From an optimization exercise on the open Yosys and OpenROAD flow, aimed at small area and a short achievable clock period; shortcuts taken in it are not production practice. RTL that was checked went through simulation tests only; none was proved equivalent to the original. Power is estimated from default activity; no workload was simulated.

## the previous run
## convPoolLayer
module convPoolLayer (
    input  logic               clock,
    input  logic               rstN,
    input  logic               pixValid,
    input  cnnPkg::pixelT      pixData,
    input  logic               coefValid,
    input  cnnPkg::coefWriteT  coefWr,
    output logic               poolValid,
    output cnnPkg::poolSampleT poolOut
);
    localparam int macStages = 4;
    logic [107:0] wenc;
    logic [7:0]  bias;
    logic        winValid;
    logic [71:0] pix;
    logic [18:0] sum;
    logic [macStages-1:0] macValid;
    kernelRegs uKernelRegs (
        .clock     (clock),
        .rstN      (rstN),
        .coefValid (coefValid),
        .coefWr    (coefWr),
        .wenc      (wenc),
        .bias      (bias)
    );
    windowBuffer uWindowBuffer (
        .clock    (clock),
        .rstN     (rstN),
        .pixValid (pixValid),
        .pixData  (pixData),
        .winValid (winValid),
        .pix      (pix)
    );
    convMac uConvMac (
        .clock (clock),
        .pix   (pix),
        .wenc  (wenc),
        .bias  (bias),
        .sum   (sum)
    );
    always_ff @(posedge clock or negedge rstN) begin
        if (!rstN) begin
            macValid <= '0;
        end else begin
            macValid <= {macValid[macStages-2:0], winValid};
        end
    end
    maxPool uMaxPool (
        .clock     (clock),
        .rstN      (rstN),
        .convValid (macValid[macStages-1]),
        .conv      (sum),
        .poolValid (poolValid),
        .poolOut   (poolOut)
    );
endmodule
Size in the first run: ~2200 cells after synthesis, about 49 I/O pins, ~31000 um2 of cells after synthesis.
make LEC_CHECK=0 CAP_MARGIN=20 CORE_MARGIN=2 CORE_UTILIZATION=65 CTS_CLUSTER_DIAMETER=80 CTS_CLUSTER_SIZE=20 SETUP_SLACK_MARGIN=4.0 SLEW_MARGIN=20 SYNTH_HIERARCHICAL=1 finish   # period 6.5 ns
run.sh (not shown) runs the stock make flow with config.mk's settings and CLKGATE_MAP_FILE= SYNTH_SCRIPT=/design/flow/synth_recipe.tcl, a recipe that flattens the netlist after the stock synthesis.
The inputs of the current run differ from those of the previous run as listed below.
--- a/flow/design.v
+++ b/flow/design.v
@@ -130,31 +130,23 @@
         end else begin
             winValid <= pixValid && rowCnt >= 3'd2 && colCnt >= 3'd2;
             if (pixValid) begin
                 colCnt <= colCnt + 1'b1;
                 if (colCnt == 3'd7) begin
                     rowCnt <= rowCnt + 1'b1;
                 end
             end
         end
     end
-    logic shiftNext;
-    always_ff @(posedge clock or negedge rstN) begin
-        if (!rstN) begin
-            shiftNext <= 1'b0;
-        end else begin
-            shiftNext <= pixValid;
-        end
-    end
     always_ff @(posedge clock) begin
-        shift[0] <= pixData;
-        if (shiftNext) begin
+        if (pixValid) begin
+            shift[0] <= pixData;
             for (int k = 1; k < 19; k++) begin
                 shift[k] <= shift[k-1];
             end
         end
     end
     always_comb begin
         for (int kr = 0; kr < 3; kr++) begin
             for (int kc = 0; kc < 3; kc++) begin
                 pix[8*(3*kr+kc) +: 8] = shift[8*(2-kr) + (2-kc)];
             end
@@ -2494,63 +2486,58 @@
     logic [2:0] convRow;
     logic [2:0] convCol;
     logic signed [18:0] other;
     logic signed [18:0] pairQ [2];
     logic signed [18:0] value;
     logic               greater;
     logic               takeOther;
     logic [3:0]         poolPos;
     assign value = conv;
     gtCompare uGreater (
-        .a      (value),
-        .b      (other),
-        .first  (!convRow[0] && !convCol[0]),
-        .first2 (convCol[0] || !convRow[0]),
-        .gt     (greater),
-        .gt2    (takeOther)
+        .a  (value),
+        .b  (other),
+        .gt (greater)
     );
+    assign takeOther = convValid && (convCol[0] || !convRow[0] || greater);
     always_ff @(posedge clock or negedge rstN) begin
         if (!rstN) begin
             convRow   <= '0;
             convCol   <= '0;
             poolValid <= 1'b0;
         end else begin
             poolValid <= convValid && convRow[0] && convCol[0];
             if (convValid) begin
                 if (convCol == 3'd5) begin
                     convCol <= '0;
                     convRow <= (convRow == 3'd5) ? 3'd0 : convRow + 1'b1;
                 end else begin
                     convCol <= convCol + 1'b1;
                 end
             end
         end
     end
     always_ff @(posedge clock) begin
-        if (convValid && takeOther) begin
+        if (takeOther) begin
             other <= convCol[0] ? pairQ[1] : value;
         end
         if (convValid && convCol[0]) begin
             pairQ[0] <= greater ? value : other;
             pairQ[1] <= pairQ[0];
         end
         poolPos <= {convRow[2:1], convCol[2:1]};
     end
     assign poolOut = {pairQ[0][18], pairQ[0], poolPos};
 endmodule
 module gtCompare (
     input  logic [18:0] a,
     input  logic [18:0] b,
-    input  logic        first,
-    input  logic        first2,
-    output logic        gt,
-    output logic        gt2
+    output logic        gt
 );
     logic g0_0;
     logic e0_0;
     logic g0_1;
     logic e0_1;
     logic g0_2;
     logic e0_2;
     logic g0_3;
     logic e0_3;
     logic g0_4;
@@ -2616,20 +2603,22 @@
     logic g3_0;
     logic e3_0;
     logic g3_1;
     logic e3_1;
     logic g3_2;
     logic e3_2;
     logic g4_0;
     logic e4_0;
     logic g4_1;
     logic e4_1;
+    logic g5_0;
+    logic e5_0;
     assign g0_0 = a[0] & ~b[0];
     assign e0_0 = ~(a[0] ^ b[0]);
     assign g0_1 = a[1] & ~b[1];
     assign e0_1 = ~(a[1] ^ b[1]);
     assign g0_2 = a[2] & ~b[2];
     assign e0_2 = ~(a[2] ^ b[2]);
     assign g0_3 = a[3] & ~b[3];
     assign e0_3 = ~(a[3] ^ b[3]);
     assign g0_4 = a[4] & ~b[4];
     assign e0_4 = ~(a[4] ^ b[4]);
@@ -2677,31 +2666,22 @@
     gtNodeN uN2_2 (.gh(g1_5), .eh(e1_5), .gl(g1_4), .el(e1_4), .g(g2_2), .e(e2_2));
     gtNodeN uN2_3 (.gh(g1_7), .eh(e1_7), .gl(g1_6), .el(e1_6), .g(g2_3), .e(e2_3));
     gtNodeN uN2_4 (.gh(g1_9), .eh(e1_9), .gl(g1_8), .el(e1_8), .g(g2_4), .e(e2_4));
     gtNodeP uN3_0 (.gh(g2_1), .eh(e2_1), .gl(g2_0), .el(e2_0), .g(g3_0), .e(e3_0));
     gtNodeP uN3_1 (.gh(g2_3), .eh(e2_3), .gl(g2_2), .el(e2_2), .g(g3_1), .e(e3_1));
     assign g3_2 = ~g2_4;
     assign e3_2 = ~e2_4;
     gtNodeN uN4_0 (.gh(g3_1), .eh(e3_1), .gl(g3_0), .el(e3_0), .g(g4_0), .e(e4_0));
     assign g4_1 = ~g3_2;
     assign e4_1 = ~e3_2;
-    gtTopP uTop_gt (.gh(g4_1), .eh(e4_1), .gl(g4_0), .first(first), .gt(gt));
-    gtTopP uTop_gt2 (.gh(g4_1), .eh(e4_1), .gl(g4_0), .first(first2), .gt(gt2));
-endmodule
-module gtTopP (
-    input  logic gh,
-    input  logic eh,
-    input  logic gl,
-    input  logic first,
-    output logic gt
-);
-    assign gt = first | gh | (eh & gl);
+    gtNodeP uN5_0 (.gh(g4_1), .eh(e4_1), .gl(g4_0), .el(e4_0), .g(g5_0), .e(e5_0));
+    assign gt = ~g5_0;
 endmodule
 module gtNodeP (
     input  logic gh,
     input  logic eh,
     input  logic gl,
     input  logic el,
     output logic g,
     output logic e
 );
     assign g = ~(gh | (eh & gl));
Results
Looking only at final cell utilization of the core, and setting everything else aside, the higher value of the current run and the previous run goes to the current run.
Data arrival time of the critical path: the current run vs the previous run — no meaningful difference
The standard cells in the current run occupy more silicon area than those in the previous run do.
Re power in combinational cells: the current run and the previous run aren't equal, and the lower value belongs to the previous run.
In the flow results for the current run and the previous run, the first-iteration DRC count is larger on the previous run.
The current run vs the previous run — register share of total power dropped 0.3 points.
Per the comparison of the current run with the previous run, non-clock buffer count now larger, number of global-route vias before repair now larger.
Function not checked in the previous run: the RTL went through the layout flow alone.

==> what the ideal ports hide <==
Ports are ideal in the flow. The routed layouts listed here were re-timed in OpenROAD.
Step 1 assumes that a clkbuf_16 drives the clock port and a buf_2 every other input.
Step 2 adds t to the input delays and takes it off the output delays; t is the mean of the earliest and latest rising clock arrival at the registers after step 1. Input paths then give back, and output paths get back, about the clock's delay inside the block.
a / b / c = no drivers / after step 1 / after step 2; a / b = the first two.
| run | t (ns) | setup slack, ns | clock arrival spread, ns | worst register clock-pin slew, ns | worst slew at a driven data input, ns |
|---|---|---|---|---|---|
| the previous run | 0.637 | 4.031 / 3.971 / 3.935 | 0.029 / 0.029 | 0.09 / 0.09 | 0.04 |
| the current run | 0.639 | 4.018 / 3.957 / 3.508 | 0.020 / 0.019 | 0.09 / 0.09 | 0.04 |
After both steps every run listed still meets setup and hold. The setup slack of the current run, which loses most, moves by -0.061 ns with the drivers and by -0.510 ns with both steps. Setup slack includes reset recovery checks.
